This is an optimization exercise on Yosys and OpenROAD, whose aim is small area and a short achievable clock period, not a production implementation.
In this exercise RTL edits were held to simulation tests only and were not proved equivalent to the original.
Power figures rest on the tool's default switching activity, not on a simulated workload.

Setup of the reference run:
==> module branch_predictor, before the edit <==
module branch_predictor #(
  parameter int unsigned DATA_WIDTH = bp_pkg::BP_DW,
  parameter int unsigned ENTRIES    = bp_pkg::BP_ENTRIES,
  parameter int unsigned CTR_WIDTH  = bp_pkg::BP_CTR_W
) (
  input  logic                  clk,
  input  logic                  rst,
  input  logic [DATA_WIDTH-1:0] PCF,
  output logic                  PredTakenF,
  output logic [DATA_WIDTH-1:0] PredTargetF,
  input  logic                  UpdateE,
  input  logic                  JumpE,
  input  logic [DATA_WIDTH-1:0] PCE,
  input  logic                  TakenE,
  input  logic [DATA_WIDTH-1:0] TargetE,
  input  logic                  PredTakenE,
  input  logic [DATA_WIDTH-1:0] PredTargetE,
  output logic                  MispredictE,
  output logic [DATA_WIDTH-1:0] RedirectPCE,
  output logic [31:0]           BranchCnt,
  output logic [31:0]           MissCnt
);
  localparam int unsigned IDX_BITS = $clog2(ENTRIES);
  localparam int unsigned TAG_BITS = DATA_WIDTH - IDX_BITS - 2;
  typedef logic [CTR_WIDTH-1:0] lctr_t;
  localparam lctr_t WEAK_T = lctr_t'(bp_pkg::ctr_weak_t(CTR_WIDTH));
  logic [ENTRIES-1:0]    valid_q;
  logic [ENTRIES-1:0][TAG_BITS-1:0]   tag_q;
  logic [ENTRIES-1:0][DATA_WIDTH-1:0] tgt_q;
  logic [ENTRIES-1:0][CTR_WIDTH-1:0]  ctr_q;
  logic [IDX_BITS-1:0]   idx_f;
  logic [TAG_BITS-1:0]   tag_f;
  logic [ENTRIES-1:0]    dec_f;
  logic [ENTRIES-1:0]    match_f;
  logic                  hit_f;
  logic                  taken_f;
  logic [DATA_WIDTH-1:0] tgt_f;
  assign idx_f = PCF[IDX_BITS+1:2];
  assign tag_f = PCF[DATA_WIDTH-1:IDX_BITS+2];
  always_comb begin
    hit_f   = 1'b0;
    taken_f = 1'b0;
    tgt_f   = '0;
    for (int i = 0; i < int'(ENTRIES); i++) begin
      dec_f[i]   = (idx_f == IDX_BITS'(i));
      match_f[i] = valid_q[i] && (tag_q[i] == tag_f);
      hit_f      = hit_f | (dec_f[i] & match_f[i]);
      taken_f    = taken_f | (dec_f[i] & ctr_q[i][CTR_WIDTH-1]);
      tgt_f      = tgt_f | ({DATA_WIDTH{dec_f[i]}} & tgt_q[i]);
    end
  end
  assign PredTakenF  = hit_f & taken_f;
  assign PredTargetF = {DATA_WIDTH{hit_f}} & tgt_f;
  logic [IDX_BITS-1:0] idx_e;
  logic [TAG_BITS-1:0] tag_e;
  lctr_t               ctr_e;
  logic                hit_e;
  lctr_t               ctr_nxt;
  lctr_t               ctr_d;
  logic                wr_e;
  logic                wr_ctr;
  assign idx_e = PCE[IDX_BITS+1:2];
  assign tag_e = PCE[DATA_WIDTH-1:IDX_BITS+2];
  assign ctr_e = ctr_q[idx_e];
  assign hit_e = valid_q[idx_e] && (tag_q[idx_e] == tag_e);
  bp_sat_ctr #(.W(CTR_WIDTH)) u_sat_ctr (
    .ctr_i       (ctr_e),
    .inc_i       (TakenE),
    .force_max_i (JumpE),
    .ctr_o       (ctr_nxt)
  );
  assign wr_e   = UpdateE & TakenE;
  assign wr_ctr = UpdateE & (TakenE | hit_e);
  assign ctr_d  = hit_e ? ctr_nxt : (JumpE ? '1 : WEAK_T);
  assign MispredictE = UpdateE &
                       ((TakenE != PredTakenE) |
                        (TakenE & PredTakenE & (TargetE != PredTargetE)));
  logic [DATA_WIDTH-1:0] pce_inc;
  always_comb begin
    pce_inc[1:0] = PCE[1:0];
    for (int k = 2; k < int'(DATA_WIDTH); k++)
      pce_inc[k] = PCE[k] ^ (&(PCE[DATA_WIDTH-1:2] | ((DATA_WIDTH-2)'('1) << (k - 2))));
  end
  assign RedirectPCE = TakenE ? TargetE : pce_inc;
  for (genvar i = 0; i < int'(ENTRIES); i++) begin : g_ent
    logic sel;
    assign sel = (idx_e == IDX_BITS'(i));
    always_ff @(posedge clk) begin
      if (rst)             valid_q[i] <= 1'b0;
      else if (wr_e & sel) valid_q[i] <= 1'b1;
    end
    logic we_tt, we_c;
    assign we_tt = wr_e & sel;
    assign we_c  = wr_ctr & sel;
    bp_hold_reg #(.W(TAG_BITS + DATA_WIDTH)) u_tt (
      .clk  (clk),
      .we   (we_tt),
      .we_n (~we_tt),
      .d    ({tag_e, TargetE}),
      .q    ({tag_q[i], tgt_q[i]})
    );
    bp_hold_reg #(.W(CTR_WIDTH)) u_ctr (
      .clk  (clk),
      .we   (we_c),
      .we_n (~we_c),
      .d    (ctr_d),
      .q    (ctr_q[i])
    );
  end
  logic [31:0] branch_cnt_q;
  logic [31:0] miss_cnt_q;
  always_ff @(posedge clk) begin
    if (rst) begin
      branch_cnt_q <= '0;
      miss_cnt_q   <= '0;
    end else begin
      if (UpdateE && branch_cnt_q != '1)   branch_cnt_q <= branch_cnt_q + 32'd1;
      if (MispredictE && miss_cnt_q != '1) miss_cnt_q   <= miss_cnt_q + 32'd1;
    end
  end
  assign BranchCnt = branch_cnt_q;
  assign MissCnt   = miss_cnt_q;
  logic unused_pc_lsb;
  assign unused_pc_lsb = ^{PCF[1:0], PCE[1:0]};
endmodule
Settings: LEC_CHECK=0, CAP_MARGIN=40, CORE_MARGIN=2, CORE_UTILIZATION=60, CTS_CLUSTER_DIAMETER=80, CTS_CLUSTER_SIZE=28, PLACE_DENSITY=0.7, SETUP_SLACK_MARGIN=3, SLEW_MARGIN=40, SYNTH_HIERARCHICAL=1, TNS_END_PERCENT=0; clock period 7.0 ns.
standard.sh (not shown) runs the stock make flow with config.mk's settings and CLKGATE_MAP_FILE= SYNTH_SCRIPT=/design/flow/synth_recipe.tcl, a recipe that flattens the netlist after the stock synthesis.
==> flow/flow/run.sh <==
#!/bin/bash
# The standard layout, with two changes to how the resizer may work:
# - the input and output ports are buffered with plain buffers (buf_2)
#   rather than the delay-cell buffers buffer_ports picks by default, so
#   repair_timing can size them;
# - sizing may swap a cell for one with a different footprint.
# make's full output goes to make.log; ORFS keeps each step's log under orfs/logs.
set -euo pipefail
bash standard.sh "BUFFER_PORTS_ARGS=-buffer_cell sky130_fd_sc_hd__buf_2" MATCH_CELL_FOOTPRINT=0 finish > make.log 2>&1
Setup changes, the reference run to the trial run
-- flow/design.v --
<<< the reference run, line 100
  assign idx_e = PCE[IDX_BITS+1:2];
  assign tag_e = PCE[DATA_WIDTH-1:IDX_BITS+2];
  assign ctr_e = ctr_q[idx_e];
  assign hit_e = valid_q[idx_e] && (tag_q[idx_e] == tag_e);
  bp_sat_ctr #(.W(CTR_WIDTH)) u_sat_ctr (
    .ctr_i       (ctr_e),
>>> the trial run, line 100
  assign idx_e = PCE[IDX_BITS+1:2];
  assign tag_e = PCE[DATA_WIDTH-1:IDX_BITS+2];
  logic [ENTRIES-1:0]  dec_e;
  logic [TAG_BITS-1:0] tagr_e;
  logic                valid_e;
  always_comb begin
    ctr_e   = '0;
    tagr_e  = '0;
    valid_e = 1'b0;
    for (int i = 0; i < int'(ENTRIES); i++) begin
      dec_e[i] = (idx_e == IDX_BITS'(i));
      ctr_e    = ctr_e | ({CTR_WIDTH{dec_e[i]}} & ctr_q[i]);
      tagr_e   = tagr_e | ({TAG_BITS{dec_e[i]}} & tag_q[i]);
      valid_e  = valid_e | (dec_e[i] & valid_q[i]);
    end
  end
  assign hit_e = valid_e && (tagr_e == tag_e);
  bp_sat_ctr #(.W(CTR_WIDTH)) u_sat_ctr (
    .ctr_i       (ctr_e),
<<< the reference run, line 123
  for (genvar i = 0; i < int'(ENTRIES); i++) begin : g_ent
    logic sel;
    assign sel = (idx_e == IDX_BITS'(i));
    always_ff @(posedge clk) begin
      if (rst)             valid_q[i] <= 1'b0;
>>> the trial run, line 136
  for (genvar i = 0; i < int'(ENTRIES); i++) begin : g_ent
    logic sel;
    assign sel = dec_e[i];
    always_ff @(posedge clk) begin
      if (rst)             valid_q[i] <= 1'b0;
## What came out
Via count of the first global-routing pass, the reference run and the trial run, lower one = the reference run.
On final worst hold slack, the reference run and the trial run are basically level.
The fraction of the mapped netlist area in compound gates in the trial run sits 3.3 points above the value recorded for the reference run.
The trial run reports a higher utilization than the reference run does.
Leakage power of the design ends up higher on the reference run.
The trial run gives less pre-CTS setup slack than the reference run did.
Count of clock-buffer cells in the layout, the reference run and the trial run: lower on the trial run
Against the reference run, the trial run comes in 14 higher on number of buffers inserted to repair setup after CTS.
The trial run leaves less setup margin than the reference run.
Looking only at total clock buffers created by CTS, and setting everything else aside, the higher value of the reference run and the trial run goes to the trial run.

-- separate check: timing with driven ports --
The results above use ideal ports. As a check the final layouts listed here were re-extracted and re-timed, cells and wires unchanged. Step 1: set_driving_cell puts a clkbuf_16 on clk and a buf_2 on each other input, an assumption about the parent block. Step 2 adds t to the input delays and takes it off the output delays; t is the mean of the earliest and latest rising clock arrival at the registers after step 1. Input paths then give back, and output paths get back, about the clock's delay inside the block. a / b / c = ideal / step 1 / step 2; a / b = the first two.
run | t, ns | setup WS [ns] | worst hold slack (ns) | clock arrival spread, ns | worst register clock-pin slew, ns
the reference run | 0.730 | 1.469 / 1.431 / 1.219 | 0.480 / 0.480 / 0.480 | 0.033 / 0.033 | 0.12 / 0.12
the trial run | 0.747 | 1.328 / 1.256 / 0.775 | 0.481 / 0.481 / 0.481 | 0.045 / 0.044 | 0.12 / 0.12
After both steps every run listed still meets setup and hold. The setup slack of the trial run, which loses most, moves by -0.072 ns with the drivers and by -0.553 ns with both steps.
